Background: an optimization exercise with open tools, aiming at small area, a short achievable clock period and few clock cycles per item. Do not read the settings as production practice. Function was checked by simulation only, so behaviour that the tests miss may differ from the original. Power and IR drop assume default switching activity.

Setup of run A:
==> flow/design.v <==
module line_mem_engine #(
    parameter int WORDS_PER_LINE = 16,
    parameter int LINE_BITS      = 32 * WORDS_PER_LINE
) (
    input  logic                 clk,
    input  logic                 rst,
    input  logic                 req_valid,
    output logic                 req_ready,
    input  logic                 req_wr,
    input  logic [31:0]          req_addr,
    input  logic [LINE_BITS-1:0] req_wdata,
    output logic                 resp_valid,
    output logic [LINE_BITS-1:0] resp_rdata,
    output logic                 mem_valid,
    input  logic                 mem_ready,
    output logic                 mem_we,
    output logic [31:0]          mem_addr,
    output logic [31:0]          mem_wdata,
    input  logic                 mem_rvalid,
    input  logic [31:0]          mem_rdata,
    output logic                 err
);
    logic        rdy_q;      
    logic        busy_q;     
    logic        val_q;      
    logic        resp_q;
    logic        err_q;
    logic [3:0]  cnt_q;      
    logic [4:0]  out_q;      
    logic        rdok_q;     
    logic        m_idle_q;   
    logic        m_wlast_q;  
    logic        m_wb_q;     
    logic        m_rd_q;     
    logic        we_q;
    logic [25:0] base_q;
    logic [LINE_BITS-1:0] line_q;
    logic xfer, rd_ok, beat, idle, last_cmd, wfin, last_beat, fin, pre;
    logic rdy_n, val_n, we_n, idle_n;
    logic [4:0] out_n;
    logic [3:0] cnt_n;
    assign xfer      = val_q & mem_ready;
    assign rd_ok     = rdok_q;
    assign beat      = mem_rvalid & rd_ok;
    assign idle      = rdy_q & ~val_q;
    assign last_cmd  = (cnt_q == 4'd15);
    assign wfin      = xfer & we_q & last_cmd;
    assign last_beat = beat & ~val_q & (out_q == 5'd1);
    assign fin       = wfin | last_beat;
    assign pre       = req_valid & (wfin | (last_beat & ~req_wr));
    assign rdy_n  = fin | (rdy_q & ~req_valid);
    assign val_n  = pre | (idle & req_valid) | (val_q & ~(xfer & last_cmd));
    assign we_n   = (idle | fin) ? req_wr : we_q;
    assign cnt_n  = cnt_q + {3'd0, xfer};
    assign idle_n = rdy_n & ~val_n;
    always_comb begin
        out_n = out_q;
        if (xfer && !we_q && !beat)
            out_n = out_q + 5'd1;
        else if (!(xfer && !we_q) && beat)
            out_n = out_q - 5'd1;
    end
    always_ff @(posedge clk or negedge rst) begin
        if (!rst) begin
            rdy_q     <= 1'b1;
            busy_q    <= 1'b0;
            val_q     <= 1'b0;
            resp_q    <= 1'b0;
            err_q     <= 1'b0;
            cnt_q     <= 4'd0;
            out_q     <= 5'd0;
            rdok_q    <= 1'b0;
            m_idle_q  <= 1'b1;
            m_wlast_q <= 1'b0;
            m_wb_q    <= 1'b0;
            m_rd_q    <= 1'b0;
        end else begin
            rdy_q     <= rdy_n;
            busy_q    <= ~rdy_n;
            val_q     <= val_n;
            resp_q    <= fin;
            cnt_q     <= cnt_n;
            out_q     <= out_n;
            rdok_q    <= (out_n != 5'd0);
            if (mem_rvalid && !rd_ok) err_q <= 1'b1;
            m_idle_q  <= idle_n;
            m_wlast_q <= ~idle_n & we_n & (cnt_n == 4'd15);
            m_wb_q    <= ~idle_n & we_n & (cnt_n != 4'd15);
            m_rd_q    <= ~idle_n & ~we_n;
        end
    end
    always_ff @(posedge clk) begin
        if (idle || fin) begin
            we_q   <= req_wr;
            base_q <= req_addr[31:6];
        end
    end
    logic s_ld, s_sh, s_hd;
    assign s_ld = m_idle_q | (m_wlast_q & mem_ready);
    assign s_sh = (m_wb_q & mem_ready) | (m_rd_q & mem_rvalid & rd_ok);
    assign s_hd = ~s_ld & ~s_sh;
    always_ff @(posedge clk) begin
        line_q <= ({LINE_BITS{s_ld}} & req_wdata)
                | ({LINE_BITS{s_sh}} & {mem_rdata, line_q[LINE_BITS-1:32]})
                | ({LINE_BITS{s_hd}} & line_q);
    end
    assign req_ready  = ~busy_q;
    assign resp_valid = resp_q;
    assign resp_rdata = line_q;
    assign mem_valid  = val_q;
    assign mem_we     = we_q;
    assign mem_addr   = {base_q, cnt_q, 2'b00};
    assign mem_wdata  = line_q[31:0];
    assign err        = err_q;
endmodule
clock: 5.5 ns
lec_check: 0
abc_area: 1
cap_margin: 20
core_area: 6 6 414 414
cts_cluster_diameter: 100
cts_cluster_size: 22
die_area: 0 0 420 420
setup_slack_margin: 3.13
slew_margin: 20
standard.sh (not shown) runs the stock make flow with config.mk's settings and CLKGATE_MAP_FILE= SYNTH_SCRIPT=/design/flow/synth_recipe.tcl, a recipe that flattens the netlist after the stock synthesis.
==> flow/flow/run.sh <==
#!/bin/bash
# Standard ORFS layout with two changes: the smallest buffer on every input
# and output port instead of the default port-buffer cell, and the data
# pins of each bit column of the line register placed side by side, in
# shift order (flow/io.tcl), before the standard pin placement.
set -euo pipefail
export BUFFER_PORTS_ARGS="-buffer_cell sky130_fd_sc_hd__buf_1"
export PRE_IO_PLACEMENT_TCL="$(pwd)/flow/io.tcl"
bash standard.sh > standard_flow.log 2>&1
==> flow/flow/io.tcl <==
# Pin plan. Each of the 32 bit columns of the line shift register gets its
# pins side by side, in shift order: mem_rdata[c], then for words 15 down to
# 0 the word's req_wdata and resp_rdata bits, then mem_wdata[c]. Eight
# columns go on each edge; the clock pin sits in the middle of the bottom
# edge's columns, so the clock tree's root is near the middle of an edge.
# The other pins are placed freely.
proc column_pins {c} {
  set pins [list "mem_rdata\[$c\]"]
  for {set j 15} {$j >= 0} {incr j -1} {
    set k [expr {32 * $j + $c}]
    lappend pins "req_wdata\[$k\]" "resp_rdata\[$k\]"
  }
  lappend pins "mem_wdata\[$c\]"
  return $pins
}
set edges {bottom right top left}
for {set e 0} {$e < 4} {incr e} {
  set pins {}
  for {set i 0} {$i < 8} {incr i} {
    if {$e == 0 && $i == 4} { lappend pins clk }
    set pins [concat $pins [column_pins [expr {$e * 8 + $i}]]]
  }
  set_io_pin_constraint -pin_names $pins -region [lindex $edges $e]:* -group -order
}
Testbench counts of run A, summed over its fixed seeds: cycles 37,500, items 1,600.
Edits applied to the flow inputs when going from run A to run B:
Settings: putting GPL_ROUTABILITY_DRIVEN at 0 where nothing was set; swapping 3.13 for 3.15 in SETUP_SLACK_MARGIN.
==> flow/flow/io.tcl <==
# Pin order: each of the 32 bit columns of the line shift register gets
# its pins side by side, in shift order: mem_rdata[c], then for words 15
# down to 0 the word's req_wdata and resp_rdata bits, then mem_wdata[c].
# Eight columns go on each edge; the other pins are placed freely.
set edges {bottom right top left}
for {set e 0} {$e < 4} {incr e} {
  set pins {}
  for {set c [expr {$e * 8}]} {$c < [expr {$e * 8 + 8}]} {incr c} {
    lappend pins "mem_rdata\[$c\]"
    for {set j 15} {$j >= 0} {incr j -1} {
      set k [expr {32 * $j + $c}]
      lappend pins "req_wdata\[$k\]" "resp_rdata\[$k\]"
    }
    lappend pins "mem_wdata\[$c\]"
  }
  set_io_pin_constraint -pin_names $pins -region [lindex $edges $e]:* -group -order
}
## What came out
- On standard cell core area, run A tracks run B almost exactly.
- Compared run A against run B; cell count after placement within noise.
- Run B: clock period minus worst slack is 0.058 ns lower than what run A reported.
- Final wirelength, run A and run B: smaller value in run B
- The higher fraction of layout cells with a size suffix above 1 of run A and run B is in run A.
- Of run A and run B, the run reporting the lower area overhead of the layout relative to synthesis was run B.
- As far as first-pass GRT wire length is concerned, run A and run B perform about the same.
- Compared with run A, run B shows a number of gates resized after cts that is 204 higher.
- Run B against run A: utilization held steady; fraction of standard cell area that is sequential barely changed.
diff inputs: run B => run C
Settings: SETUP_SLACK_MARGIN: 3.15 -> 3.17; GPL_ROUTABILITY_DRIVEN: 0 -> unset.
[summary]
Taking run B as the reference point, the vias per cell of run C rises by 0.52%.
Between run C and run B, the worst max-slew margin expressed relative to the limit figures differ only marginally.
Post-route worst setup slack essentially unchanged between run C and run B.
Run B -> run C: routed length on met3 increased by a few percent
Delta (run C minus run B): total power consumption of the routed design went up by about 2%; final critical-path share of the clock period was more or less identical.
Taking run B as the reference, in run C fmax comparable, summed area of non-filler cells in the final layout has increased, setup slack of the worst register-to-register path went up by 0.05 ns.
Here is what was changed in the inputs of run D compared with run C.
Settings: a change of SETUP_SLACK_MARGIN from 3.17 to 3.
- Most common cell after layout, fill and taps aside = sky130_fd_sc_hd__nand2_1: run C; most common cell after layout, fill and taps aside = sky130_fd_sc_hd__buf_1: run D
- The fmax in run C is 1.08 times that in run D.
- Delta(sequential fraction of total cell area, run D - run C) > 0
- Looking at final period demand of the worst path across both flows, run D is the weaker of the two, with run C ahead.
- Wire length: higher on run C
- Switching power of the nets: run D vs run C down 0.50%
- Run D vs. run C: met2 layer wire length in the routed design down about 4.4%, final worst hold slack comparable.
- There was hardly any difference in count of max-cap constraint violations between run D and run C.

========
// line_mem_engine: RTL as listed in full above, without the edits since
Settings: LEC_CHECK=0, ABC_AREA=1, CAP_MARGIN=20, CORE_AREA=6 6 414 414, CTS_CLUSTER_DIAMETER=100, CTS_CLUSTER_SIZE=22, DIE_AREA=0 0 420 420, PLACE_DENSITY=0.8, SETUP_SLACK_MARGIN=3.15, SLEW_MARGIN=20; clock period 5.5 ns.
==> flow/flow/io.tcl <==
# Pin order: each of the 32 bit columns of the line shift register gets
# its pins side by side, in shift order: mem_rdata[c], then for words 15
# down to 0 the word's req_wdata and resp_rdata bits, then mem_wdata[c].
# Eight columns go on each edge; the other pins are placed freely.
set edges {bottom right top left}
for {set e 0} {$e < 4} {incr e} {
  set pins {}
  for {set c [expr {$e * 8}]} {$c < [expr {$e * 8 + 8}]} {incr c} {
    lappend pins "mem_rdata\[$c\]"
    for {set j 15} {$j >= 0} {incr j -1} {
      set k [expr {32 * $j + $c}]
      lappend pins "req_wdata\[$k\]" "resp_rdata\[$k\]"
    }
    lappend pins "mem_wdata\[$c\]"
  }
  set_io_pin_constraint -pin_names $pins -region [lindex $edges $e]:* -group -order
}
Scripts as last shown in full above: flow/flow/run.sh
The starting point produced a clean layout.
Testbench counts at the start, summed over its fixed seeds: cycles 37,500, items 1,600.
==> next run, changes <==
--- a/flow/config.mk
+++ b/flow/config.mk
@@ -8,3 +8,3 @@
 export ABC_AREA = 1
-export CAP_MARGIN = 20
+export CAP_MARGIN = 0
 export CORE_AREA = 6 6 414 414
@@ -13,4 +13,3 @@
 export DIE_AREA = 0 0 420 420
-export PLACE_DENSITY = 0.8
 export SETUP_SLACK_MARGIN = 3.15
-export SLEW_MARGIN = 20
+export SLEW_MARGIN = 0
=> The changed run finished clean. Critical path depth is unchanged. Die area stays the same. Routed wire length went up by 6.4%. Power fell by 0.48%. Global-route usage climbs by 0.59 points. Fmax went up by 3.3%. Count of clock-buffer cells in the layout grows by 2. Clock power came out higher by about 3%. Setup slack gets better by 0.076 ns. Worst hold slack improved by 0.091 ns.
==> next run, changes <==
--- a/flow/config.mk
+++ b/flow/config.mk
@@ -8,3 +8,3 @@
 export ABC_AREA = 1
-export CAP_MARGIN = 0
+export CAP_MARGIN = 20
 export CORE_AREA = 6 6 414 414
@@ -13,3 +13,3 @@
 export DIE_AREA = 0 0 420 420
-export SETUP_SLACK_MARGIN = 3.15
-export SLEW_MARGIN = 0
+export SETUP_SLACK_MARGIN = 3.2
+export SLEW_MARGIN = 20
Worst setup slack barely changes.
Total power came out higher by 13%.
Routed wire length came out higher by 6.9%.
Clock power barely changes.
First-iteration DRC count came out higher by 12%.
Final area came out higher by 11%.
Fmax barely changes.
Sequential cell count is unchanged.
Worst hold slack got worse by 0.073 ns.
==> next run, changes <==
--- a/flow/config.mk
+++ b/flow/config.mk
@@ -13,3 +13,3 @@
 export DIE_AREA = 0 0 420 420
-export SETUP_SLACK_MARGIN = 3.2
+export SETUP_SLACK_MARGIN = 3.13
 export SLEW_MARGIN = 20
Result: The new run finished with timing, DRC and antenna clean. Design area is lower by 11%. First-iteration DRC count is lower by 7.4%. Flip-flop and latch count does not change. Clock power hardly moves. Global-route usage is lower by 0.49 points. Sequential share of layout area is higher by 2.5 points. Routed wire length is lower by 6.9%. Cell count is lower by 3.4%. Worst setup slack hardly moves. Combinational power is lower by 24%. Utilization is lower by 2.2 points.

## port drivers added, routing unchanged
No port has a modelled driver above. Below, the same layouts with a new extraction and two added sets of constraints. Step 1 (the two cells are an assumption about what drives the block):
set clk [get_ports {clk}]
set_driving_cell -lib_cell sky130_fd_sc_hd__clkbuf_16 $clk
set_driving_cell -lib_cell sky130_fd_sc_hd__buf_2 [delete_from_list [all_inputs] $clk]
Step 2 times the ports against the registers' clock, not the clock port: input delays grow and output delays shrink by t, the midpoint of the rising clock arrivals with the driver on. a / b / c = ideal / step 1 / step 2; a / b = the first two.
run | shift t [ns] | setup slack, ns | worst setup path at the end
run A | 0.701 | 3.137 / 3.098 / 2.457 | input to register
run B | 0.704 | 3.195 / 3.127 / 2.545 | input to register
run C | 0.704 | 3.195 / 3.127 / 2.588 | input to register
run D | 0.705 | 3.017 / 3.034 / 2.329 | input to register
the first run of note 2 | 0.712 | 3.118 / 3.053 / 2.546 | input to register
the second run of note 2 | 0.705 | 3.195 / 3.127 / 2.544 | input to register
the third run of note 2 | 0.710 | 3.193 / 3.124 / 2.573 | input to register
the fourth run of note 2 | 0.706 | 3.194 / 3.127 / 2.528 | input to register
After both steps every run listed still meets setup and hold. For run D, which loses most, drivers alone change the setup slack by +0.017 ns; drivers and shift together by -0.688 ns.
